Context: an optimization exercise on an open-source flow, tuned for small area. The choices shown serve that exercise and are no tape-out recipe. Function was checked by simulation only, so behaviour that the tests miss may differ from the original. Power figures rest on the tool's default switching activity, not on a simulated workload.

`flow/config.mk`:
```
export PLATFORM = sky130hd
export DESIGN_NAME = flow_control_top
export DESIGN_NICKNAME = flow_control_top
export VERILOG_FILES = /design/flow/design.v
export SDC_FILE = /design/flow/constraint.sdc
export NUM_CORES = 4
export LEC_CHECK = 0
export CAP_MARGIN = 20
export CORE_MARGIN = 2
export CORE_UTILIZATION = 35
export PLACE_DENSITY = 0.55
export SLEW_MARGIN = 20
export SYNTH_HIERARCHICAL = 1
export SYNTH_MINIMUM_KEEP_SIZE = 0
```
`flow/constraint.sdc`:
```
create_clock -name core_clock -period 12.0 [get_ports {pixel_clk_i}]
set_input_delay 2.4000 -clock core_clock [delete_from_list [all_inputs] [get_ports {pixel_clk_i}]]
set_output_delay 2.4000 -clock core_clock [all_outputs]
set_load 0.01 [all_outputs]
```
`flow/design.v`:
```
package flow_ctrl_pkg;
    localparam int IN_DATA_W    = 48;             
    localparam int IN_LANES     = 4;
    localparam int ENTRY_W      = IN_DATA_W + IN_LANES;
    localparam int OUT_DATA_W   = 96;             
    localparam int OUT_LANES    = 4;
    localparam int BYTE_VALID_W = 12;
    localparam int PIPE_SLOTS   = 8;
    typedef logic [5:0] data_type_t;
    localparam data_type_t DT_RAW8   = 6'h2A;
    localparam data_type_t DT_RAW10  = 6'h2B;
    localparam data_type_t DT_RGB888 = 6'h24;
    typedef logic [1:0] ppc_code_t;
    typedef logic [7:0]  raw8_t;
    typedef logic [9:0]  raw10_t;
    typedef logic [23:0] rgb888_t;
    typedef logic [3:0] fill_t;                   
    localparam logic [7:0] CTRL_ADDR   = 8'h0;
    localparam logic [7:0] STATUS_ADDR = 8'h4;
endpackage
module flow_cfg_apb (
    input  logic                      pixel_clk_i,
    input  logic                      pixel_reset_n_i,
    input  logic                      psel_i,
    input  logic                      penable_i,
    input  logic                      pwrite_i,
    input  logic [7:0]                paddr_i,
    input  logic [31:0]               pwdata_i,
    input  logic                      overflow_pulse_i,
    output logic [31:0]               prdata_o,
    output logic                      pready_o,
    output logic                      pslverr_o,
    output flow_ctrl_pkg::ppc_code_t  ppc_code_o,
    output flow_ctrl_pkg::data_type_t data_type_o
);
    logic access;
    logic ctrl_sel;
    logic status_sel;
    logic overflow_q;
    assign access     = psel_i & penable_i;                   
    assign ctrl_sel   = paddr_i == flow_ctrl_pkg::CTRL_ADDR;
    assign status_sel = paddr_i == flow_ctrl_pkg::STATUS_ADDR;
    assign pready_o  = 1'b1;                                  
    assign pslverr_o = access & ~ctrl_sel & ~status_sel;
    always_comb begin
        prdata_o = '0;
        if (ctrl_sel) begin
            prdata_o[1:0]  = ppc_code_o;
            prdata_o[13:8] = data_type_o;
        end else if (status_sel) begin
            prdata_o[0] = overflow_q;
        end
    end
    always_ff @(posedge pixel_clk_i or negedge pixel_reset_n_i) begin
        if (!pixel_reset_n_i) begin
            ppc_code_o  <= '0;
            data_type_o <= '0;
        end else if (access && pwrite_i && ctrl_sel) begin
            ppc_code_o  <= pwdata_i[1:0];
            data_type_o <= pwdata_i[13:8];
        end
    end
    always_ff @(posedge pixel_clk_i or negedge pixel_reset_n_i) begin
        if (!pixel_reset_n_i) begin
            overflow_q <= 1'b0;
        end else if (overflow_pulse_i) begin
            overflow_q <= 1'b1;                               
        end else if (access && pwrite_i && status_sel && pwdata_i[0]) begin
            overflow_q <= 1'b0;
        end
    end
endmodule
module sync_marker_encoder (
    input  logic                                pixel_clk_i,
    input  logic                                pixel_reset_n_i,
    input  logic                                frame_valid_i,
    input  logic [flow_ctrl_pkg::IN_DATA_W-1:0] byte_data_i,
    input  logic [flow_ctrl_pkg::IN_LANES-1:0]  byte_valid_i,
    output logic [flow_ctrl_pkg::ENTRY_W-1:0]   entry_o,
    output logic                                entry_we_o
);
    logic frame_valid_q;
    logic fv_rise;
    logic fv_fall;
    always_ff @(posedge pixel_clk_i or negedge pixel_reset_n_i) begin
        if (!pixel_reset_n_i) begin
            frame_valid_q <= 1'b0;
        end else begin
            frame_valid_q <= frame_valid_i;
        end
    end
    assign fv_rise = frame_valid_i & ~frame_valid_q;
    assign fv_fall = ~frame_valid_i & frame_valid_q;
    always_comb begin
        entry_o = '0;                                         
        if (fv_rise) begin
            entry_o[flow_ctrl_pkg::IN_LANES-1:0] = '1;        
        end else if (!fv_fall) begin
            entry_o = {byte_data_i, byte_valid_i};
        end
    end
    assign entry_we_o = fv_rise | fv_fall | (|byte_valid_i);
endmodule
module throttle_buffer (
    input  logic                              pixel_clk_i,
    input  logic                              pixel_reset_n_i,
    input  logic [flow_ctrl_pkg::ENTRY_W-1:0] wr_data_i,
    input  logic                              wr_en_i,
    input  logic                              pop_i,
    output logic [flow_ctrl_pkg::ENTRY_W-1:0] rd_data_o,
    output logic                              empty_o,
    output logic                              overflow_pulse_o
);
    localparam int SLOTS = 31;
    logic [flow_ctrl_pkg::ENTRY_W-1:0] mem [SLOTS];
    logic [4:0]                        wr_ptr;
    logic [4:0]                        last_ptr;              
    logic [4:0]                        used;
    logic                              full_q;
    logic                              wr_ok;
    logic [SLOTS-1:0]                  rd_sel;
    assign empty_o          = used == '0;
    assign wr_ok            = wr_en_i & ~full_q;
    assign overflow_pulse_o = wr_en_i & full_q;               
    always_ff @(posedge pixel_clk_i or negedge pixel_reset_n_i) begin
        if (!pixel_reset_n_i) begin
            wr_ptr   <= 5'b00001;
            last_ptr <= 5'b10000;                             
            used     <= '0;
            full_q   <= 1'b0;
        end else begin
            full_q <= used >= 5'd30;
            used   <= used + {4'd0, wr_ok} - {4'd0, pop_i};
            if (wr_ok) begin
                wr_ptr <= {wr_ptr[3:0], wr_ptr[4] ^ wr_ptr[2]};
            end
            if (pop_i) begin
                last_ptr <= {last_ptr[3:0], last_ptr[4] ^ last_ptr[2]};
            end
        end
    end
    logic [SLOTS-1:0] row_we;
    logic [SLOTS-1:0] row_keep;
    always_comb begin
        for (int i = 0; i < SLOTS; i++) begin
            row_we[i]   = wr_ok & (wr_ptr == 5'(i + 1));
            row_keep[i] = ~row_we[i];
        end
    end
    for (genvar i = 0; i < SLOTS; i++) begin : g_row
        logic [flow_ctrl_pkg::ENTRY_W-1:0] row_d;
        for (genvar b = 0; b < flow_ctrl_pkg::ENTRY_W; b++) begin : g_bit
            ao_sel #(.N(2)) hold_i (
                .sel_i({row_we[i], row_keep[i]}),
                .d_i({wr_data_i[b], mem[i][b]}),
                .y_o(row_d[b])
            );
        end
        always_ff @(posedge pixel_clk_i) begin
            mem[i] <= row_d;
        end
    end
    always_comb begin
        for (int i = 0; i < SLOTS; i++) rd_sel[i] = last_ptr == 5'(i + 1);
    end
    for (genvar b = 0; b < flow_ctrl_pkg::ENTRY_W; b++) begin : g_rd
        logic [SLOTS-1:0] col;
        for (genvar i = 0; i < SLOTS; i++) begin : g_col
            assign col[i] = mem[i][b];
        end
        ao_sel #(.N(SLOTS)) rd_or_i (.sel_i(rd_sel), .d_i(col), .y_o(rd_data_o[b]));
    end
endmodule
module ao_sel #(
    parameter int N = 8
) (
    input  logic [N-1:0] sel_i,
    input  logic [N-1:0] d_i,
    output logic         y_o
);
    localparam int T = N / 3;                                 
    localparam int G = T + N % 3;                             
    if (N <= 2) begin : g_small
        assign y_o = |(sel_i & d_i);
    end else begin : g_tree
        logic [G-1:0] g_n;                                    
        for (genvar k = 0; k < T; k++) begin : g_grp
            aoi222 aoi_i (
                .a1(sel_i[3*k]),   .a2(d_i[3*k]),
                .b1(sel_i[3*k+1]), .b2(d_i[3*k+1]),
                .c1(sel_i[3*k+2]), .c2(d_i[3*k+2]),
                .y(g_n[k])
            );
        end
        for (genvar k = T; k < G; k++) begin : g_one
            assign g_n[k] = ~(sel_i[3*T+k-T] & d_i[3*T+k-T]);
        end
        if (G <= 4) begin : g_last
            assign y_o = ~(&g_n);
        end else begin : g_two
            logic [(G+3)/4-1:0] part;
            for (genvar q = 0; q < (G + 3) / 4; q++) begin : g_part
                localparam int HI = (4 * q + 3 < G) ? 4 * q + 3 : G - 1;
                assign part[q] = ~(&g_n[HI:4*q]);
            end
            assign y_o = |part;
        end
    end
endmodule
module aoi222 (
    input  logic a1, a2, b1, b2, c1, c2,
    output logic y
);
    assign y = ~((a1 & a2) | (b1 & b2) | (c1 & c2));
endmodule
module raw_pipe #(
    parameter int PIX_W = 8
) (
    input  logic                                pixel_clk_i,
    input  logic [7:0]                          hold_i,
    input  logic [7:0]                          sh1_i,
    input  logic [7:0]                          sh2_i,
    input  logic [7:0]                          sh4_i,
    input  logic [7:0][3:0]                     lane_sel_i,
    input  logic [flow_ctrl_pkg::IN_DATA_W-1:0] in_data_i,
    output logic [4*PIX_W-1:0]                  lanes_o
);
    logic [7:0][PIX_W-1:0] slots_q;
    logic [7:0][PIX_W-1:0] slots_d;
    for (genvar j = 0; j < 8; j++) begin : g_slot
        localparam int NSH = (j + 1 <= 7 ? 1 : 0) + (j + 2 <= 7 ? 1 : 0) + (j + 4 <= 7 ? 1 : 0);
        localparam int LO  = (j > 4) ? j - 4 : 0;
        localparam int N   = 1 + NSH + 4 - LO;
        logic [N-1:0] sel;
        assign sel[0] = hold_i[j];
        if (NSH >= 1) begin : g_s1
            assign sel[1] = sh1_i[j];
        end
        if (NSH >= 2) begin : g_s2
            assign sel[2] = sh2_i[j];
        end
        if (NSH >= 3) begin : g_s4
            assign sel[3] = sh4_i[j];
        end
        for (genvar i = LO; i < 4; i++) begin : g_lsel
            assign sel[1 + NSH + i - LO] = lane_sel_i[j][i];
        end
        for (genvar b = 0; b < PIX_W; b++) begin : g_bit
            logic [N-1:0] col;
            assign col[0] = slots_q[j][b];
            if (NSH >= 1) begin : g_s1
                assign col[1] = slots_q[(j + 1) % 8][b];
            end
            if (NSH >= 2) begin : g_s2
                assign col[2] = slots_q[(j + 2) % 8][b];
            end
            if (NSH >= 3) begin : g_s4
                assign col[3] = slots_q[(j + 4) % 8][b];
            end
            for (genvar i = LO; i < 4; i++) begin : g_ln
                assign col[1 + NSH + i - LO] = in_data_i[i*PIX_W + b];
            end
            ao_sel #(.N(N)) ao_i (.sel_i(sel), .d_i(col), .y_o(slots_d[j][b]));
        end
    end
    always_ff @(posedge pixel_clk_i) begin
        slots_q <= slots_d;
    end
    assign lanes_o = slots_q[3:0];
endmodule
module rgb_pipe (
    input  logic                                pixel_clk_i,
    input  logic                                pixel_reset_n_i,
    input  logic [5:0]                          hold_i,
    input  logic [5:0]                          sh1_i,
    input  logic [5:0]                          sh2_i,
    input  logic [5:0]                          sh4_i,
    input  logic [5:0]                          l0_sel_i,
    input  logic [5:0]                          l1_sel_i,
    input  logic [flow_ctrl_pkg::IN_DATA_W-1:0] in_data_i,
    output logic [95:0]                         lanes_o,
    output logic [3:0]                          lane_zero_o   
);
    logic [5:0][23:0] slots_q;
    logic [5:0][23:0] slots_d;
    logic [5:0]       zero_q;
    logic [5:0]       zero_d;
    for (genvar j = 0; j < 6; j++) begin : g_slot
        localparam int NSH = (j + 1 <= 5 ? 1 : 0) + (j + 2 <= 5 ? 1 : 0) + (j + 4 <= 5 ? 1 : 0);
        localparam int NL  = (j <= 4) ? 2 : 1;
        localparam int N   = 1 + NSH + NL;
        logic [N-1:0] sel;
        assign sel[0] = hold_i[j];
        if (NSH >= 1) begin : g_s1
            assign sel[1] = sh1_i[j];
        end
        if (NSH >= 2) begin : g_s2
            assign sel[2] = sh2_i[j];
        end
        if (NSH >= 3) begin : g_s4
            assign sel[3] = sh4_i[j];
        end
        if (NL == 2) begin : g_l0
            assign sel[1 + NSH] = l0_sel_i[j];
        end
        assign sel[N - 1] = l1_sel_i[j];
        for (genvar b = 0; b < 24; b++) begin : g_bit
            logic [N-1:0] col;
            assign col[0] = slots_q[j][b];
            if (NSH >= 1) begin : g_s1
                assign col[1] = slots_q[(j + 1) % 6][b];
            end
            if (NSH >= 2) begin : g_s2
                assign col[2] = slots_q[(j + 2) % 6][b];
            end
            if (NSH >= 3) begin : g_s4
                assign col[3] = slots_q[(j + 4) % 6][b];
            end
            if (NL == 2) begin : g_l0
                assign col[1 + NSH] = in_data_i[b];
            end
            assign col[N - 1] = in_data_i[24 + b];
            ao_sel #(.N(N)) ao_i (.sel_i(sel), .d_i(col), .y_o(slots_d[j][b]));
        end
    end
    always_comb begin
        for (int j = 0; j < 6; j++) begin
            zero_d[j] = ~(l0_sel_i[j] | l1_sel_i[j]) &
                        ~(hold_i[j] & ~zero_q[j]) &
                        ~(sh1_i[j] & (j + 1 <= 5) & ~zero_q[(j + 1) % 6]) &
                        ~(sh2_i[j] & (j + 2 <= 5) & ~zero_q[(j + 2) % 6]) &
                        ~(sh4_i[j] & (j + 4 <= 5) & ~zero_q[(j + 4) % 6]);
        end
    end
    always_ff @(posedge pixel_clk_i or negedge pixel_reset_n_i) begin
        if (!pixel_reset_n_i) begin
            zero_q <= '1;
        end else begin
            zero_q <= zero_d;
        end
    end
    always_ff @(posedge pixel_clk_i) begin
        slots_q <= slots_d;
    end
    assign lanes_o     = {slots_q[3], slots_q[2], slots_q[1], slots_q[0]};
    assign lane_zero_o = zero_q[3:0];
endmodule
module stream_output_stage (
    input  logic                                   pixel_clk_i,
    input  logic                                   pixel_reset_n_i,
    input  logic                                   stream_stall_i,
    input  logic                                   empty_i,
    input  logic [flow_ctrl_pkg::ENTRY_W-1:0]      entry_i,
    input  flow_ctrl_pkg::ppc_code_t               ppc_code_i,
    input  flow_ctrl_pkg::data_type_t              data_type_i,
    input  logic [31:0]                            raw8_lanes_i,
    input  logic [39:0]                            raw10_lanes_i,
    input  logic [95:0]                            rgb888_lanes_i,
    input  logic [3:0]                             rgb888_zero_i,   
    output logic                                   pop_o,
    output logic [7:0]                             raw_hold_o,
    output logic [7:0]                             raw_sh1_o,
    output logic [7:0]                             raw_sh2_o,
    output logic [7:0]                             raw_sh4_o,
    output logic [7:0][3:0]                        raw_lane_sel_o,
    output logic [5:0]                             rgb_hold_o,
    output logic [5:0]                             rgb_sh1_o,
    output logic [5:0]                             rgb_sh2_o,
    output logic [5:0]                             rgb_sh4_o,
    output logic [5:0]                             rgb_l0_sel_o,
    output logic [5:0]                             rgb_l1_sel_o,
    output logic                                   frame_valid_sync_o,
    output logic [flow_ctrl_pkg::OUT_DATA_W-1:0]   pixel_data_o,
    output logic [flow_ctrl_pkg::OUT_LANES-1:0]    pixel_valid_o,
    output logic [flow_ctrl_pkg::BYTE_VALID_W-1:0] byte_valid_o
);
    localparam flow_ctrl_pkg::fill_t POP_LIMIT =
        flow_ctrl_pkg::fill_t'(flow_ctrl_pkg::PIPE_SLOTS - flow_ctrl_pkg::IN_LANES);
    logic                                 entry_valid_q;    
    logic                                 in_frame_q;
    flow_ctrl_pkg::fill_t                 fill_q;
    flow_ctrl_pkg::fill_t                 fill_o;           
    flow_ctrl_pkg::fill_t                 fill_next;
    flow_ctrl_pkg::fill_t                 ppc_fill;
    flow_ctrl_pkg::fill_t                 insert_cnt;
    logic [2:0]                           shift;
    logic                                 insert;
    logic                                 extract;
    logic [flow_ctrl_pkg::IN_LANES-1:0]   mask;
    logic [flow_ctrl_pkg::IN_LANES-1:0]   fit_mask;
    logic                                 is_start;
    logic                                 is_end;
    logic                                 end_pending_q;    
    logic                                 end_seen;
    logic                                 end_done;
    logic                                 type_ok;
    logic                                 is_raw8;
    logic                                 is_raw10;
    logic                                 is_rgb;
    logic [1:0]                           bytes_pp;
    logic [3:0]                           n_bytes;
    logic [2:0]                           pixel_valid_q;    
    assign pixel_valid_o = {pixel_valid_q[2], pixel_valid_q};
    logic [3:0][3:0]                      lane_pos;         
    assign mask = entry_i[flow_ctrl_pkg::IN_LANES-1:0];
    assign is_start = entry_valid_q & ~in_frame_q & (&mask) &
                      (entry_i[flow_ctrl_pkg::ENTRY_W-1:flow_ctrl_pkg::IN_LANES] == '0);
    assign is_end   = entry_valid_q & (mask == '0);
    assign insert   = entry_valid_q & in_frame_q & ~is_end;
    always_comb begin
        case (ppc_code_i)
            2'd0:    shift = 3'd1;
            2'd1:    shift = 3'd2;
            default: shift = 3'd4;
        endcase
    end
    assign ppc_fill = {1'b0, shift};
    assign is_raw8  = data_type_i == flow_ctrl_pkg::DT_RAW8;
    assign is_raw10 = data_type_i == flow_ctrl_pkg::DT_RAW10;
    assign is_rgb   = data_type_i == flow_ctrl_pkg::DT_RGB888;
    assign type_ok  = is_raw8 | is_raw10 | is_rgb;
    assign fit_mask = is_rgb ? 4'b0011 : 4'b1111;             
    assign bytes_pp = is_rgb ? 2'd3 : is_raw10 ? 2'd2 : 2'd1;
    logic [1:0] beat_bpp_q;
    always_ff @(posedge pixel_clk_i) begin
        if (!stream_stall_i) begin
            beat_bpp_q <= bytes_pp;
        end
    end
    always_comb begin
        n_bytes = '0;
        case (pixel_valid_o)
            4'b0001: n_bytes = {2'b00, beat_bpp_q};
            4'b0011: n_bytes = {1'b0, beat_bpp_q, 1'b0};
            4'b1111: n_bytes = {beat_bpp_q, 2'b00};
            default: n_bytes = '0;
        endcase
        byte_valid_o = ~(12'hFFF << n_bytes);
    end
    always_comb begin
        insert_cnt = '0;
        for (int i = 0; i < flow_ctrl_pkg::IN_LANES; i++) begin
            insert_cnt = insert_cnt + {3'b000, mask[i] & fit_mask[i]};
        end
    end
    assign extract   = ~stream_stall_i & (fill_q >= ppc_fill);
    assign fill_o    = extract ? fill_q - ppc_fill : fill_q;
    assign end_seen  = is_end | end_pending_q;
    assign end_done  = end_seen & (fill_o < ppc_fill);
    assign fill_next = end_done ? '0 : (insert ? fill_o + insert_cnt : fill_o);
    assign pop_o     = ~empty_i & ~stream_stall_i & (fill_next <= POP_LIMIT) &
                       ~(end_seen & ~end_done);
    always_comb begin
        lane_pos[0] = fill_o;
        lane_pos[1] = fill_o + {3'd0, mask[0]};
        lane_pos[2] = fill_o + {3'd0, mask[0]} + {3'd0, mask[1]};
        lane_pos[3] = fill_o + {3'd0, mask[0]} + {3'd0, mask[1]} + {3'd0, mask[2]};
        for (int j = 0; j < 8; j++) begin
            raw_hold_o[j] = (4'(j) < fill_o) & ~extract;
            raw_sh1_o[j]  = (4'(j) < fill_o) & extract & shift[0];
            raw_sh2_o[j]  = (4'(j) < fill_o) & extract & shift[1];
            raw_sh4_o[j]  = (4'(j) < fill_o) & extract & shift[2];
            for (int i = 0; i < 4; i++) begin
                raw_lane_sel_o[j][i] = mask[i] & (lane_pos[i] == 4'(j));
            end
        end
        for (int j = 0; j < 6; j++) begin
            rgb_l0_sel_o[j] = insert & mask[0] & (lane_pos[0] == 4'(j));
            rgb_l1_sel_o[j] = insert & mask[1] & (lane_pos[1] == 4'(j));
            rgb_hold_o[j]   = ~rgb_l0_sel_o[j] & ~rgb_l1_sel_o[j] & ~extract;
            rgb_sh1_o[j]    = ~rgb_l0_sel_o[j] & ~rgb_l1_sel_o[j] & extract & shift[0];
            rgb_sh2_o[j]    = ~rgb_l0_sel_o[j] & ~rgb_l1_sel_o[j] & extract & shift[1];
            rgb_sh4_o[j]    = ~rgb_l0_sel_o[j] & ~rgb_l1_sel_o[j] & extract & shift[2];
        end
    end
    always_ff @(posedge pixel_clk_i or negedge pixel_reset_n_i) begin
        if (!pixel_reset_n_i) begin
            entry_valid_q      <= 1'b0;
            end_pending_q      <= 1'b0;
            in_frame_q         <= 1'b0;
            fill_q             <= '0;
            frame_valid_sync_o <= 1'b0;
            pixel_valid_q      <= '0;
        end else begin
            entry_valid_q <= pop_o;                           
            fill_q        <= fill_next;                       
            end_pending_q <= end_seen & ~end_done;
            if (is_start) begin
                in_frame_q <= 1'b1;
            end else if (end_done) begin
                in_frame_q <= 1'b0;
            end
            if (!stream_stall_i) begin
                frame_valid_sync_o <= in_frame_q | is_start;  
                pixel_valid_q <= (extract && type_ok) ? {shift[2], |shift[2:1], 1'b1} : '0;
            end
        end
    end
    logic [2:0]  out_sel;
    logic [3:0]  rgb_sel;                                     
    logic [95:0] pixel_data_d;
    assign out_sel = {stream_stall_i, ~stream_stall_i & is_raw8, ~stream_stall_i & is_raw10};
    always_comb begin
        for (int k = 0; k < 4; k++) rgb_sel[k] = ~stream_stall_i & is_rgb & ~rgb888_zero_i[k];
    end
    for (genvar b = 0; b < 96; b++) begin : g_out
        if (b < 32) begin : g4
            ao_sel #(.N(4)) ao_i (
                .sel_i({out_sel, rgb_sel[b / 24]}),
                .d_i({pixel_data_o[b], raw8_lanes_i[b], raw10_lanes_i[b], rgb888_lanes_i[b]}),
                .y_o(pixel_data_d[b])
            );
        end else if (b < 40) begin : g3
            ao_sel #(.N(3)) ao_i (
                .sel_i({out_sel[2], out_sel[0], rgb_sel[b / 24]}),
                .d_i({pixel_data_o[b], raw10_lanes_i[b], rgb888_lanes_i[b]}),
                .y_o(pixel_data_d[b])
            );
        end else begin : g2
            ao_sel #(.N(2)) ao_i (
                .sel_i({out_sel[2], rgb_sel[b / 24]}),
                .d_i({pixel_data_o[b], rgb888_lanes_i[b]}),
                .y_o(pixel_data_d[b])
            );
        end
    end
    always_ff @(posedge pixel_clk_i) begin
        pixel_data_o <= pixel_data_d;
    end
endmodule
module flow_control_top (
    input  logic                                   pixel_clk_i,
    input  logic                                   pixel_reset_n_i,
    input  logic                                   psel_i,
    input  logic                                   penable_i,
    input  logic                                   pwrite_i,
    input  logic [7:0]                             paddr_i,
    input  logic [31:0]                            pwdata_i,
    input  logic                                   frame_valid_i,
    input  logic [flow_ctrl_pkg::IN_DATA_W-1:0]    byte_data_i,
    input  logic [flow_ctrl_pkg::IN_LANES-1:0]     byte_valid_i,
    input  logic                                   stream_stall_i,
    output logic [31:0]                            prdata_o,
    output logic                                   pready_o,
    output logic                                   pslverr_o,
    output logic                                   frame_valid_sync_o,
    output logic [flow_ctrl_pkg::OUT_DATA_W-1:0]   pixel_data_o,
    output logic [flow_ctrl_pkg::OUT_LANES-1:0]    pixel_valid_o,
    output logic [flow_ctrl_pkg::BYTE_VALID_W-1:0] byte_valid_o
);
    logic [flow_ctrl_pkg::ENTRY_W-1:0]                wr_entry;
    logic                                             wr_entry_we;
    logic [flow_ctrl_pkg::ENTRY_W-1:0]                rd_entry;
    logic                                             buf_empty;
    logic                                             overflow_pulse;
    logic                                             pop;
    flow_ctrl_pkg::ppc_code_t                         ppc_code;
    flow_ctrl_pkg::data_type_t                        data_type;
    logic [31:0]        raw8_lanes;
    logic [39:0]       raw10_lanes;
    logic [95:0]      rgb888_lanes;
    logic [3:0]       rgb888_zero;
    flow_cfg_apb cfg_i (
        .pixel_clk_i, .pixel_reset_n_i, .psel_i, .penable_i, .pwrite_i, .paddr_i,
        .pwdata_i, .overflow_pulse_i(overflow_pulse), .prdata_o, .pready_o, .pslverr_o,
        .ppc_code_o(ppc_code), .data_type_o(data_type)
    );
    sync_marker_encoder enc_i (
        .pixel_clk_i, .pixel_reset_n_i, .frame_valid_i, .byte_data_i, .byte_valid_i,
        .entry_o(wr_entry), .entry_we_o(wr_entry_we)
    );
    throttle_buffer buf_i (
        .pixel_clk_i, .pixel_reset_n_i, .wr_data_i(wr_entry), .wr_en_i(wr_entry_we),
        .pop_i(pop), .rd_data_o(rd_entry), .empty_o(buf_empty),
        .overflow_pulse_o(overflow_pulse)
    );
    logic [7:0]      raw_hold, raw_sh1, raw_sh2, raw_sh4;
    logic [7:0][3:0] raw_lane_sel;
    logic [5:0]      rgb_hold, rgb_sh1, rgb_sh2, rgb_sh4, rgb_l0_sel, rgb_l1_sel;
    raw_pipe #(.PIX_W(8)) raw8_pipe_i (
        .pixel_clk_i, .hold_i(raw_hold), .sh1_i(raw_sh1), .sh2_i(raw_sh2), .sh4_i(raw_sh4),
        .lane_sel_i(raw_lane_sel),
        .in_data_i(rd_entry[flow_ctrl_pkg::ENTRY_W-1:flow_ctrl_pkg::IN_LANES]),
        .lanes_o(raw8_lanes)
    );
    raw_pipe #(.PIX_W(10)) raw10_pipe_i (
        .pixel_clk_i, .hold_i(raw_hold), .sh1_i(raw_sh1), .sh2_i(raw_sh2), .sh4_i(raw_sh4),
        .lane_sel_i(raw_lane_sel),
        .in_data_i(rd_entry[flow_ctrl_pkg::ENTRY_W-1:flow_ctrl_pkg::IN_LANES]),
        .lanes_o(raw10_lanes)
    );
    rgb_pipe rgb888_pipe_i (
        .pixel_clk_i, .pixel_reset_n_i, .hold_i(rgb_hold), .sh1_i(rgb_sh1), .sh2_i(rgb_sh2),
        .sh4_i(rgb_sh4), .l0_sel_i(rgb_l0_sel), .l1_sel_i(rgb_l1_sel),
        .in_data_i(rd_entry[flow_ctrl_pkg::ENTRY_W-1:flow_ctrl_pkg::IN_LANES]),
        .lanes_o(rgb888_lanes),
        .lane_zero_o(rgb888_zero)
    );
    stream_output_stage out_i (
        .pixel_clk_i, .pixel_reset_n_i, .stream_stall_i, .empty_i(buf_empty),
        .entry_i(rd_entry), .ppc_code_i(ppc_code), .data_type_i(data_type),
        .raw8_lanes_i(raw8_lanes), .raw10_lanes_i(raw10_lanes),
        .rgb888_lanes_i(rgb888_lanes), .rgb888_zero_i(rgb888_zero), .pop_o(pop),
        .raw_hold_o(raw_hold), .raw_sh1_o(raw_sh1), .raw_sh2_o(raw_sh2), .raw_sh4_o(raw_sh4),
        .raw_lane_sel_o(raw_lane_sel),
        .rgb_hold_o(rgb_hold), .rgb_sh1_o(rgb_sh1), .rgb_sh2_o(rgb_sh2), .rgb_sh4_o(rgb_sh4),
        .rgb_l0_sel_o(rgb_l0_sel), .rgb_l1_sel_o(rgb_l1_sel),
        .frame_valid_sync_o, .pixel_data_o, .pixel_valid_o, .byte_valid_o
    );
endmodule
```
`flow/flow/run.sh`:
```
#!/bin/bash
# Layout flow: the standard layout (standard.sh) with a lighter clock tree
# (no dummy loads, clkbuf_8 leaf clusters of up to 14 sinks) and single-drive
# port buffers. standard.sh's own output goes to standard_flow.log; ORFS keeps
# each step's log under orfs/logs.
set -euo pipefail
export CTS_ARGS="-sink_clustering_enable -repair_clock_nets -dont_use_dummy_load -buf_list sky130_fd_sc_hd__clkbuf_8 -sink_clustering_size 14 -sink_clustering_max_diameter 50"
export BUFFER_PORTS_ARGS="-buffer_cell sky130_fd_sc_hd__buf_1"
bash standard.sh > standard_flow.log 2>&1
```
`flow/standard.sh`:
```
#!/bin/bash
# synth_recipe.tcl (not shown) runs the flow's synth.tcl, then flattens the netlist and writes it again
# the make line also repeats each setting of config.mk as NAME=value (left out here)
make -C /OpenROAD-flow-scripts/flow DESIGN_CONFIG=/design/flow/config.mk WORK_HOME=/design/flow/orfs CLKGATE_MAP_FILE= SYNTH_SCRIPT=/design/flow/synth_recipe.tcl "${@:-finish}"
```
==> flow_summary.json, run 1 <==
{
  "dieHeight_um": 468,
  "core_um2": 214000,
  "clock-root-buffer": "clkbuf_8",
  "worstPathRequired_ps": 12810,
  "cp_num_cells": 22,
  "cts_tree": "yes",
  "utilization_pct": 38.7,
  "tightest_slew_ps": 1160,
  "ios": 246,
  "max_slew_margin_pct": 22.6,
  "fin_nets": 6700,
  "ys.warnings.count": 14,
  "wirelength_um": 316000,
  "hold_viol": 0,
  "dp_hpwl_um": 181000,
  "post_dp_cell_area_um2": 80200,
  "fin_ws_ps": 4960,
  "post-route-cell-area_um2": 82800,
  "hold_ws_ps": 455,
  "cts_resized": 0,
  "r2r_slack_ps": 4960,
  "pwr_density_cell_nw_per_um2": 284,
  "path_max_fanout": 32,
  "antenna_found_initial": 7,
  "dieArea_um2": 219000,
  "outcome": "finished clean",
  "drv_slew": 0,
  "dp.cells": 9220,
  "leakagePower_nw": 31.8,
  "h-tree-depth": 4,
  "holdPathStages": 1,
  "critPathKind": "reg2reg",
  "wire_per_inst_um": 33.6,
  "first_pass_iters": 17,
  "drive_above_1_share_pct": 9.17,
  "fp-row-count": 170,
  "fmax_mhz": 142,
  "tns_ps": 0,
  "cp_top_family": "adder cells",
  "hold_buffers": 0,
  "path_cells": "nand2b_1 > nor2_4 > buf_4 > a222oi_1 > nand4_1 > a2111o_1 > inv_1 > fa_1 > fa_1 > fa_1 > a21oi_1 > nand2_1 > o2111ai_1 > a211oi_1 > buf_4 > ha_1 > inv_1 > ha_1 > fa_1 > a21oi_1 > o21bai_1 > xnor2_1",
  "drv_cap": 0,
  "hold_path.class": "reg2reg",
  "ir_drop_uv": 180,
  "setup_violations": 0,
  "die_width_um": 468,
  "dp_slack_ps": 4250,
  "grt_setup_unrepaired": "no",
  "track_usage_pct": 27.6,
  "clockBufferDepth": 3,
  "start_kind": "register",
  "clock-sinks": 2041,
  "worstSkewPairLatency_ps": 980,
  "critPathCaptureType": "register",
  "grt_pass1_vias": 64400,
  "crit_path_frequent_cell": "fa_1",
  "cp.buffers_inverters": 4,
  "num_vias": 65700,
  "viasPerCell": 6.99,
  "fillCellCount": 20600,
  "clk_pin_slew_ps": 90,
  "max_stage_delay_ps": 740,
  "worstPathArrival_ps": 7850,
  "initial_core_util_pct": 35.1,
  "skew_ps": 146,
  "drt-initial-drc-count": 12200,
  "grt_pass1_wl_um": 454000,
  "drc": 0,
  "grt_max_degree": 96,
  "netlist_instances": 6185,
  "gp_congestion": 0.893,
  "syn_to_final_growth_pct": 10.1,
  "fin_crit_ps": 7040,
  "io_buffers": 196,
  "cts_buffers": 186,
  "power_mw": 23.5,
  "instances_no_fill": 9410,
  "postCtsSetupBuffers": 0,
  "avgSynthCellArea_um2": 12.2,
  "ant_nets": 0,
  "finalCritPeriodShare_pct": 58.6,
  "synth_area_um2": 75200,
  "slowest_stage": "nand2b_1",
  "overflow": 0,
  "r2r_cells": 22
}
[cell usage in the layout, fill, tap and decap left out, types with 9 or more instances in the layout]
cell / count
nor2b_1: 9
a2111o_1: 51
nor2_1: 67
and2_2: 23
and2_1: 40
dfxtp_1: 1996
nor2_4: 69
clkbuf_8: 186
nand2_4: 10
buf_1: 194
inv_1: 43
dfrtp_1: 35
conb_1: 25
nor3_1: 16
a22oi_1: 120
nand3_1: 101
ha_1: 26
a21bo_1: 74
a222oi_1: 964
nand2_2: 22
nor3_2: 12
nand2b_1: 12
nand3b_1: 10
a21oi_1: 25
nand4_1: 110
a22o_1: 1711
buf_4: 213
o21ai_0: 9
nor4_1: 13
nand2_1: 235
[sequential cells by signal (all words and copies together), names as in the netlist, 2 cells and up]
signal,count
cfg_i.ppc_code_o,2
raw8_pipe_i.slots_q,64
out_i.fill_q,4
buf_i.last_ptr,5
buf_i.used,5
rgb888_pipe_i.zero_q,6
out_i.pixel_data_o,96
buf_i.mem,1612
cfg_i.data_type_o,6
out_i.pixel_valid_q,3
rgb888_pipe_i.slots_q,144
buf_i.wr_ptr,5
raw10_pipe_i.slots_q,80
out_i.beat_bpp_q,2
[final cells by class]
cell class | instances | area, µm² | share of cell area [%]
Sequential cell | 2041 | 41100 | 49.6
Antenna cell | 4 | 10.0 | 0.0121
Tap cell | 2838 | 3550 | 4.29
Clock buffer | 186 | 2560 | 3.09
Multi-Input combinational cell | 3887 | 33100 | 39.9
Inverter | 44 | 165 | 0.199
Timing Repair Buffer | 410 | 2350 | 2.84
[power by group]
group	switching [mW]	internal [mW]	total, mW
Combinational	5.84	3.26	9.10
Clock	2.29	1.38	3.67
Sequential	1.44	9.33	10.8
Total	9.57	14.0	23.5
[final timing paths]
path,start,endpoint
hold / removal,out_i.pixel_data_o[2],out_i.pixel_data_o[2]
hold reg to reg,out_i.pixel_data_o[2],out_i.pixel_data_o[2]
min in group asynchronous,pixel_reset_n_i,buf_i.used[2]
setup reg to reg,buf_i.last_ptr[4],buf_i.used[4]
setup / recovery,buf_i.last_ptr[4],buf_i.used[4]
max in group asynchronous,pixel_reset_n_i,out_i.fill_q[3]
[layer usage]
layer | global-route usage (%) | share of wire [%]
met1 | 36.2 | 40
met2 | 44.0 | 45
met3 | 5.76 | 11
met4 | 11.3 | 4.2
met5 | 0 | 0.0041
==> run 2, diff against run 1 <==
--- a/flow/config.mk
+++ b/flow/config.mk
@@ -7,7 +7,7 @@
 export LEC_CHECK = 0
-export CAP_MARGIN = 20
+export CAP_MARGIN = 10
 export CORE_MARGIN = 2
-export CORE_UTILIZATION = 35
-export PLACE_DENSITY = 0.55
-export SLEW_MARGIN = 20
+export CORE_UTILIZATION = 38
+export PLACE_DENSITY = 0.58
+export SLEW_MARGIN = 10
 export SYNTH_HIERARCHICAL = 1
==> flow_summary.json, run 2 <==
{
  "outcome": "finished clean",
  "power_mw": 23.8,
  "grt_pass1_vias": 65300,
  "ios": 246,
  "fillCellCount": 18500,
  "cts_resized": 0,
  "core_um2": 197000,
  "wire_per_inst_um": 35.8,
  "grt_setup_unrepaired": "no",
  "fin_nets": 6701,
  "path_max_fanout": 44,
  "worstSkewPairLatency_ps": 1020,
  "initial_core_util_pct": 38.2,
  "die_width_um": 449,
  "grt_pass1_wl_um": 472000,
  "overflow": 0,
  "dp_hpwl_um": 186000,
  "syn_to_final_growth_pct": 9.96,
  "track_usage_pct": 31.1,
  "regMostFlops": "buf_i.mem",
  "fp-row-count": 163,
  "hold_path.class": "reg2reg",
  "multiInputGateArea_um2": 33100,
  "setup_violations": 0,
  "finalCritPeriodShare_pct": 59.3,
  "ir_drop_uv": 159,
  "avgSynthCellArea_um2": 12.2,
  "synth_area_um2": 75200,
  "hold_buffers": 0,
  "postCtsSetupBuffers": 0,
  "largestRegisters": "buf_i.mem: 1612 flops, rgb888_pipe_i.slots_q: 144 flops, out_i.pixel_data_o: 96 flops",
  "fmax_mhz": 141,
  "largest_register_ffs": 1612,
  "final-seq-area_um2": 41100,
  "dp.cells": 9021,
  "leakagePower_nw": 31.8,
  "drt-initial-drc-count": 13500,
  "pwr_density_cell_nw_per_um2": 288,
  "skew_ps": 139,
  "drc": 0,
  "worstPathRequired_ps": 12800,
  "gp_congestion": 0.950,
  "post_dp_cell_area_um2": 80100,
  "dieArea_um2": 201000,
  "layout_commonest_cell": "dfxtp_1",
  "tns_ps": 0,
  "clock-sinks": 2041,
  "ant_nets": 0,
  "clockBufferDepth": 3,
  "layout_common_cells": "dfxtp_1, a22o_1, a222oi_1",
  "h-tree-depth": 4,
  "worstPathArrival_ps": 7910,
  "critPathCaptureType": "register",
  "dieHeight_um": 449,
  "instances_no_fill": 9220,
  "io_buffers": 196,
  "viasPerCell": 7.32,
  "clock-root-buffer": "clkbuf_8",
  "start_kind": "register",
  "grt_max_degree": 83,
  "tightest_slew_ps": 1370,
  "drv_cap": 0,
  "num_vias": 67500,
  "drive_above_1_share_pct": 9.21,
  "clk_pin_slew_ps": 90,
  "cts_buffers": 187,
  "post-route-cell-area_um2": 82700,
  "hold_viol": 0,
  "antenna_found_initial": 8,
  "wirelength_um": 330000,
  "first_pass_iters": 17,
  "critPathKind": "reg2reg",
  "netlist_instances": 6185,
  "fin_crit_ps": 7110,
  "max_slew_margin_pct": 8.45,
  "drv_slew": 0,
  "hold_ws_ps": 452,
  "cts_tree": "yes",
  "ys.warnings.count": 14
}
## run 2: power by group
part           internal, mW  switching (mW)  total, mW  leakage [nW]
registers              9.33            1.44       10.8          17.0
clock network          1.38            2.29       3.67          1.34
logic                  3.29            6.06       9.36          13.5
## run 2: cell type report
type	count	area share, %
Sequential cell	2041	49.7
Multi-Input combinational cell	3887	40.1
Tap cell	2640	3.99
Clock buffer	187	3.11
Timing Repair Buffer	410	2.89
Inverter	44	0.200
Antenna cell	11	0.0333
## run 2: worst max-delay path, stage by stage (launching register included)
cell and delay [ps]:
dfrtp_1 420, nand2b_1 740, nor2_4 250, buf_4 450, a222oi_1 520, nand4_1 340
a2111o_1 610, nand2_1 140, fa_1 460, fa_1 480, fa_1 520, a21oi_1 70
nand2_1 70, o2111ai_1 130, a211oi_1 280, buf_4 230, ha_1 150, inv_1 40
ha_1 200, fa_1 430, a21oi_1 180, o21bai_1 90, xnor2_1 130
## run 2: per-layer routing
layer / vias to the layer above / track usage [%] / share of wire (%)
met5: - / 0.0473 / 0.0036
met4: 2 / 17.1 / 6.0
met3: 1072 / 8.19 / 13
met2: 5239 / 47.5 / 43
met1: 33600 / 39.8 / 38
li1: 27600 / - / -
## run 2: metrics by stage
step / utilization [%] / setup WS [ps]
final: 42.0 / 4890
after global routing: 42.0 / 4530
after CTS: 41.9 / 5020
after detailed placement: 40.6 / 4100
after global placement: 40.6 / 4140
after floorplan: - / 4800
## run 2: final timing paths
path / start / endpoint / slack, ps / depth (start not counted)
min in group asynchronous: pixel_reset_n_i / buf_i.last_ptr[0] / 1580 / 2
setup / recovery: buf_i.last_ptr[1] / buf_i.used[4] / 4890 / 22
hold / removal: out_i.pixel_data_o[21] / out_i.pixel_data_o[21] / 450 / 1
setup reg to reg: buf_i.last_ptr[1] / buf_i.used[4] / 4890 / 22
hold reg to reg: out_i.pixel_data_o[21] / out_i.pixel_data_o[21] / 450 / 1
max in group asynchronous: pixel_reset_n_i / cfg_i.data_type_o[3] / 9870 / 2
==> run 3, diff against run 2 <==
==> flow/flow/run.sh (replaced) <==
#!/bin/bash
# Layout flow: the standard layout (standard.sh) with a lighter clock tree
# (no dummy loads, clkbuf_8 leaf clusters of up to 14 sinks, clkbuf_4 above them) and single-drive
# port buffers. standard.sh's own output goes to standard_flow.log; ORFS keeps
# each step's log under orfs/logs.
set -euo pipefail
export CTS_ARGS="-sink_clustering_enable -repair_clock_nets -dont_use_dummy_load -buf_list sky130_fd_sc_hd__clkbuf_4 -sink_clustering_buffer sky130_fd_sc_hd__clkbuf_8 -sink_clustering_size 14 -sink_clustering_max_diameter 50"
export BUFFER_PORTS_ARGS="-buffer_cell sky130_fd_sc_hd__buf_1"
bash standard.sh > standard_flow.log 2>&1
--- a/flow/config.mk
+++ b/flow/config.mk
@@ -9,4 +9,4 @@
 export CORE_MARGIN = 2
-export CORE_UTILIZATION = 38
-export PLACE_DENSITY = 0.58
+export CORE_UTILIZATION = 45
+export PLACE_DENSITY = 0.65
 export SLEW_MARGIN = 10
==> flow_summary.json, run 3 <==
{
  "max_slew_margin_pct": 9.10,
  "ir_drop_uv": 169,
  "pwr-share-seq_pct": 45.6,
  "fmax_mhz": 129,
  "rr_endpoint": "buf_i.used[4]",
  "critPathKind": "reg2reg",
  "holdPathStages": 1,
  "clk_pin_slew_ps": 90,
  "ys.warnings.count": 14,
  "dieArea_um2": 170000,
  "r2r_slack_ps": 4280,
  "grt_max_degree": 83,
  "drv_cap": 0,
  "core_um2": 167000,
  "start_kind": "register",
  "path_cells": "nand2b_1 > nor2_4 > buf_4 > a222oi_1 > nand4_1 > a2111o_1 > inv_1 > fa_1 > fa_1 > fa_1 > a21oi_1 > nand2_1 > o2111ai_1 > a211oi_1 > buf_4 > ha_1 > inv_1 > ha_1 > fa_1 > a21oi_1 > o21bai_1 > xnor2_1",
  "max_stage_delay_ps": 760,
  "clock-sinks": 2041,
  "pwr-share-clk_pct": 15.0,
  "ant_nets": 0,
  "h-tree-depth": 4,
  "drive_above_1_share_pct": 9.11,
  "wirelength_um": 313000,
  "skew_ps": 227,
  "tightest_slew_ps": 1360,
  "pwr_density_cell_nw_per_um2": 289,
  "worstPathArrival_ps": 8810,
  "leakagePower_nw": 31.7,
  "gp_congestion": 0.970,
  "synth_area_um2": 75200,
  "p_int_mw": 13.9,
  "grt_setup_unrepaired": "no",
  "drc": 0,
  "cp.buffers_inverters": 4,
  "swShare_pct": 41.3,
  "wire_per_inst_um": 35.6,
  "track_usage_pct": 34.8,
  "antenna_found_initial": 7,
  "largest_register_ffs": 1612,
  "first_pass_iters": 15,
  "die_width_um": 413,
  "fin_nets": 6699,
  "regToRegStartpoint": "buf_i.last_ptr[4]",
  "power.switching_mw": 9.76,
  "path_max_fanout": 41,
  "setup_violations": 0,
  "combPwrFrac_pct": 39.4,
  "num_vias": 67400,
  "drt-initial-drc-count": 14800,
  "hold_buffers": 0,
  "viasPerCell": 7.68,
  "avgSynthCellArea_um2": 12.2,
  "worstPathRequired_ps": 13080,
  "outcome": "finished clean",
  "layout_commonest_cell": "dfxtp_1",
  "dp_hpwl_um": 174000,
  "layout_common_cells": "dfxtp_1, a22o_1, a222oi_1",
  "r2r_cells": 22,
  "cts_buffers": 185,
  "cp_top_family": "adder cells",
  "worstSkewPairLatency_ps": 1420,
  "dieHeight_um": 413,
  "finalCritPeriodShare_pct": 64.4,
  "netlist_instances": 6185,
  "hold-path-endpoint": "out_i.pixel_data_o[4]",
  "clockBufferDepth": 3,
  "hold_viol": 0,
  "postCtsSetupBuffers": 0,
  "grt_pass1_wl_um": 445000,
  "cts_tree": "yes",
  "regMostFlops": "buf_i.mem",
  "crit_path_frequent_cell": "fa_1",
  "fp-row-count": 150,
  "cts_resized": 0,
  "power_mw": 23.7,
  "largestRegisters": "buf_i.mem: 1612 flops, rgb888_pipe_i.slots_q: 144 flops, out_i.pixel_data_o: 96 flops",
  "drv_slew": 0,
  "clock-root-buffer": "clkbuf_4",
  "worstHoldStart": "out_i.pixel_data_o[4]",
  "slowest_stage": "nand2b_1",
  "grt_pass1_vias": 64800,
  "initial_core_util_pct": 45.1,
  "io_buffers": 196,
  "tns_ps": 0,
  "fin_crit_ps": 7720,
  "overflow": 0,
  "critPathCaptureType": "register",
  "syn_to_final_growth_pct": 8.86,
  "hold_path.class": "reg2reg",
  "ios": 246
}
[run 3: per-layer routing]
layer	GRT usage, %	share of wire [%]	wire length (µm)
met3	10.7	13	41900
met1	44.0	37	117000
met5	0	0.0086	27
met2	52.2	42	133000
met4	20.6	6.8	21200
[run 3: stage by stage]
stage	worst slack [ps]	hold slack, ps	cells	cell area (µm²)	utilization [%]
3_3_place_gp	4040	435	8585	79400	47.6
5_1_grt	3960	476	8778	81800	49.1
6_report	4280	459	8781	81900	49.1
2_1_floorplan	4800	448	6208	75300	-
4_1_cts	4550	454	8770	81800	49.1
3_5_place_dp	4020	438	8585	79400	47.6
[run 3: final cells by class]
| cell class | count | area (µm²) |
|---|---|---|
| Antenna cell | 10 | 25.0 |
| Clock buffer | 185 | 2440 |
| Fill cell | 14900 | 84800 |
| Inverter | 44 | 165 |
| Multi-Input combinational cell | 3887 | 33000 |
| Sequential cell | 2041 | 41100 |
| Tap cell | 2204 | 2760 |
| Timing Repair Buffer | 410 | 2350 |
[run 3: power groups by stage]
| stage | sequential [mW] | combinational, mW | clock, mW |
|---|---|---|---|
| detailed placement | 10.8 | 8.84 | 0 |
| global placement | 10.7 | 8.66 | 0 |
| floorplan | 10.4 | 5.47 | 0 |
| finish | 10.8 | 9.33 | 3.55 |
| CTS | 10.7 | 8.86 | 3.56 |
| global route | 11.0 | 9.58 | 3.80 |
[run 3: how the worst max path moves through the flow]
stage | cells after the start | endpoint | startpoint
2_1_floorplan | 22 | buf_i.used[4] | buf_i.last_ptr[3]
3_3_place_gp | 19 | buf_i.used[4] | stream_stall_i
3_5_place_dp | 19 | buf_i.used[4] | stream_stall_i
4_1_cts | 22 | buf_i.used[4] | buf_i.last_ptr[4]
5_1_grt | 22 | buf_i.used[4] | buf_i.last_ptr[4]
6_report | 22 | buf_i.used[4] | buf_i.last_ptr[4]
[run 3: worst reg2reg max path, cell delays in order (launching register included)]
cell       delay (ps)
dfstp_2           590
nand2b_1          760
nor2_4            270
buf_4             460
a222oi_1          410
nand4_1           540
a2111o_1          680
inv_1             200
fa_1              430
fa_1              470
fa_1              530
a21oi_1            70
nand2_1            70
o2111ai_1         110
a211oi_1          280
buf_4             270
ha_1              160
inv_1              40
ha_1              200
fa_1              440
a21oi_1           190
o21bai_1           90
xnor2_1           120
==> run 4, diff against run 3 <==
--- a/flow/config.mk
+++ b/flow/config.mk
@@ -7,3 +7,3 @@
 export LEC_CHECK = 0
-export CAP_MARGIN = 10
+export CAP_MARGIN = 20
 export CORE_MARGIN = 2
@@ -11,3 +11,3 @@
 export PLACE_DENSITY = 0.65
-export SLEW_MARGIN = 10
+export SLEW_MARGIN = 20
 export SYNTH_HIERARCHICAL = 1
==> flow_summary.json, run 4 <==
{
  "ys.warnings.count": 14,
  "h-tree-depth": 4,
  "io_buffers": 196,
  "dp.cells": 8586,
  "syn_to_final_growth_pct": 8.87,
  "first_pass_iters": 15,
  "drt-initial-drc-count": 14300,
  "drive_above_1_share_pct": 9.21,
  "die_width_um": 413,
  "r2r_cells": 22,
  "postCtsSetupBuffers": 0,
  "power.switching_mw": 9.74,
  "clock-sinks": 2041,
  "cp-endpoint": "buf_i.used[4]",
  "grt_pass1_vias": 64700,
  "gp_congestion": 0.970,
  "clockBufferDepth": 3,
  "num_vias": 67300,
  "overflow": 0,
  "tightest_slew_ps": 1290,
  "swShare_pct": 41.2,
  "cts_resized": 0,
  "viasPerCell": 7.67,
  "fp-row-count": 150,
  "track_usage_pct": 34.8,
  "combPwrFrac_pct": 39.4,
  "pwr-share-seq_pct": 45.6,
  "utilization_pct": 49.1,
  "hold_buffers": 0,
  "slowest_stage": "nor2_4",
  "critPathKind": "reg2reg",
  "wire_per_inst_um": 35.6,
  "worstPathArrival_ps": 8750,
  "drv_slew": 0,
  "finalCritPeriodShare_pct": 63.7,
  "hold_ws_ps": 453,
  "outcome": "finished clean",
  "pwr_density_cell_nw_per_um2": 289,
  "hold_viol": 0,
  "largest_register_ffs": 1612,
  "start_kind": "register",
  "fin_nets": 6699,
  "cts_tree": "yes",
  "instances_no_fill": 8781,
  "final-seq-area_um2": 41100,
  "largestRegisters": "buf_i.mem: 1612 flops, rgb888_pipe_i.slots_q: 144 flops, out_i.pixel_data_o: 96 flops",
  "worstSkewPairLatency_ps": 1380,
  "drv_cap": 0,
  "multiInputGateArea_um2": 33000,
  "ios": 246,
  "layout_commonest_cell": "dfxtp_1",
  "path_max_fanout": 29,
  "cts_buffers": 184,
  "core_um2": 167000,
  "fmax_mhz": 131,
  "ir_drop_uv": 191,
  "netlist_instances": 6185,
  "p_int_mw": 13.9,
  "regMostFlops": "buf_i.mem",
  "ant_nets": 0,
  "max_slew_margin_pct": 14.2,
  "rr_endpoint": "buf_i.used[4]",
  "avgSynthCellArea_um2": 12.2,
  "grt_max_degree": 83,
  "grt_setup_unrepaired": "no",
  "wirelength_um": 313000,
  "max_stage_delay_ps": 890,
  "r2r_slack_ps": 4360,
  "skew_ps": 164,
  "crit_path_frequent_cell": "fa_1",
  "dp_hpwl_um": 174000,
  "layout_common_cells": "dfxtp_1, a22o_1, a222oi_1",
  "dieArea_um2": 170000,
  "antenna_found_initial": 6,
  "initial_core_util_pct": 45.1,
  "clock-root-buffer": "clkbuf_4",
  "regToRegStartpoint": "buf_i.last_ptr[4]",
  "fin_crit_ps": 7640,
  "synth_area_um2": 75200,
  "worstPathRequired_ps": 13110,
  "pwr-share-clk_pct": 15.0,
  "power_mw": 23.6,
  "tns_ps": 0,
  "fillCellCount": 15000,
  "dieHeight_um": 413,
  "hold_path.class": "reg2reg",
  "setup_violations": 0,
  "grt_pass1_wl_um": 444000,
  "critPathCaptureType": "register",
  "drc": 0,
  "leakagePower_nw": 31.7,
  "crit_start": "buf_i.last_ptr[4]",
  "clk_pin_slew_ps": 100,
  "path_cells": "nand2_1 > nor2_4 > buf_4 > a222oi_1 > nand4_1 > a2111o_1 > nand2_1 > fa_1 > fa_1 > fa_1 > a21oi_1 > nand2_1 > o2111ai_1 > a211oi_1 > buf_4 > ha_1 > inv_1 > ha_1 > fa_1 > a21oi_1 > o21bai_1 > xnor2_1"
}
[run 4: final cells by class]
type,instances,share of cell area (%)
antenna,10,0.0306
tap,2204,3.37
sequential,2041,50.2
clock buffer,184,2.96
timing repair buffer,411,2.88
inverter,44,0.202
multi-input combinational,3887,40.3
[run 4: worst max-delay path, delay by kind of cell (launching register included)]
kind                       cells  cell delay (ps)
adders and majority gates      6             2270
and+or+nand+nor                5             2020
AOI/OAI and AO/OA              7             1370
buffers and inverters          3              920
DFF                            1              590
xor gates and xnor gates       1              130
[run 4: power groups by stage]
| stage | Sequential, mW | Combinational (mW) | Clock [mW] |
|---|---|---|---|
| 2_1_floorplan | 10.4 | 5.47 | 0 |
| 3_3_place_gp | 10.7 | 8.66 | 0 |
| 3_5_place_dp | 10.8 | 8.85 | 0 |
| 4_1_cts | 10.7 | 8.86 | 3.54 |
| 5_1_grt | 11.0 | 9.58 | 3.79 |
| 6_report | 10.8 | 9.31 | 3.55 |
[run 4: metal layers]
layer | vias to the layer above | part of all wire [%] | track usage [%]
li1 | 27500 | - | -
met1 | 33200 | 37 | 43.7
met3 | 1165 | 14 | 10.3
met4 | 2 | 6.6 | 20.7
met2 | 5410 | 43 | 52.6
met5 | - | 0.0042 | 0
[run 4: worst min path at each step]
stage / from / endpoint / cells past startpoint
5_1_grt: out_i.pixel_data_o[29] / out_i.pixel_data_o[29] / 1
3_5_place_dp: out_i.pixel_data_o[12] / out_i.pixel_data_o[12] / 1
3_3_place_gp: out_i.pixel_data_o[3] / out_i.pixel_data_o[3] / 1
2_1_floorplan: buf_i.mem[0][0] / buf_i.mem[0][0] / 1
6_report: rgb888_pipe_i.slots_q[26] / rgb888_pipe_i.slots_q[2] / 2
4_1_cts: out_i.pixel_data_o[11] / out_i.pixel_data_o[11] / 1
[run 4: through the flow]
stage / area (µm²) / worst slack, ps
2_1_floorplan: 75300 / 4800
3_3_place_gp: 79400 / 4040
3_5_place_dp: 79400 / 4050
4_1_cts: 81800 / 4590
5_1_grt: 81900 / 4060
6_report: 81900 / 4360

-- what the ideal ports hide --
Ports are ideal in the flow. The routed layouts listed here were re-timed in OpenROAD.
Step 1 assumes that a clkbuf_16 drives the clock port and a buf_2 every other input.
Step 2, shift: input delay + t, output delay - t, t = (earliest + latest rising clock arrival at the registers) / 2. This alone moves slack from input paths to output paths.
Slacks: no drivers / after step 1 / after step 2; pairs: no drivers / after step 1.
run	t, ns	setup WS [ns]	latest minus earliest clock arrival (ns)	slew at the worst register clock pin (ns)
run 1	0.997	4.963 / 4.963 / 4.242	0.146 / 0.146	0.10 / 0.10
run 2	1.025	4.889 / 4.889 / 3.989	0.159 / 0.160	0.10 / 0.10
run 3	1.380	4.276 / 4.276 / 3.937	0.230 / 0.230	0.10 / 0.10
run 4	1.384	4.356 / 4.356 / 3.906	0.178 / 0.179	0.10 / 0.10
After both steps every run listed still meets setup and hold. The setup slack of run 2, which loses most, moves by 0.000 ns with the drivers and by -0.900 ns with both steps.
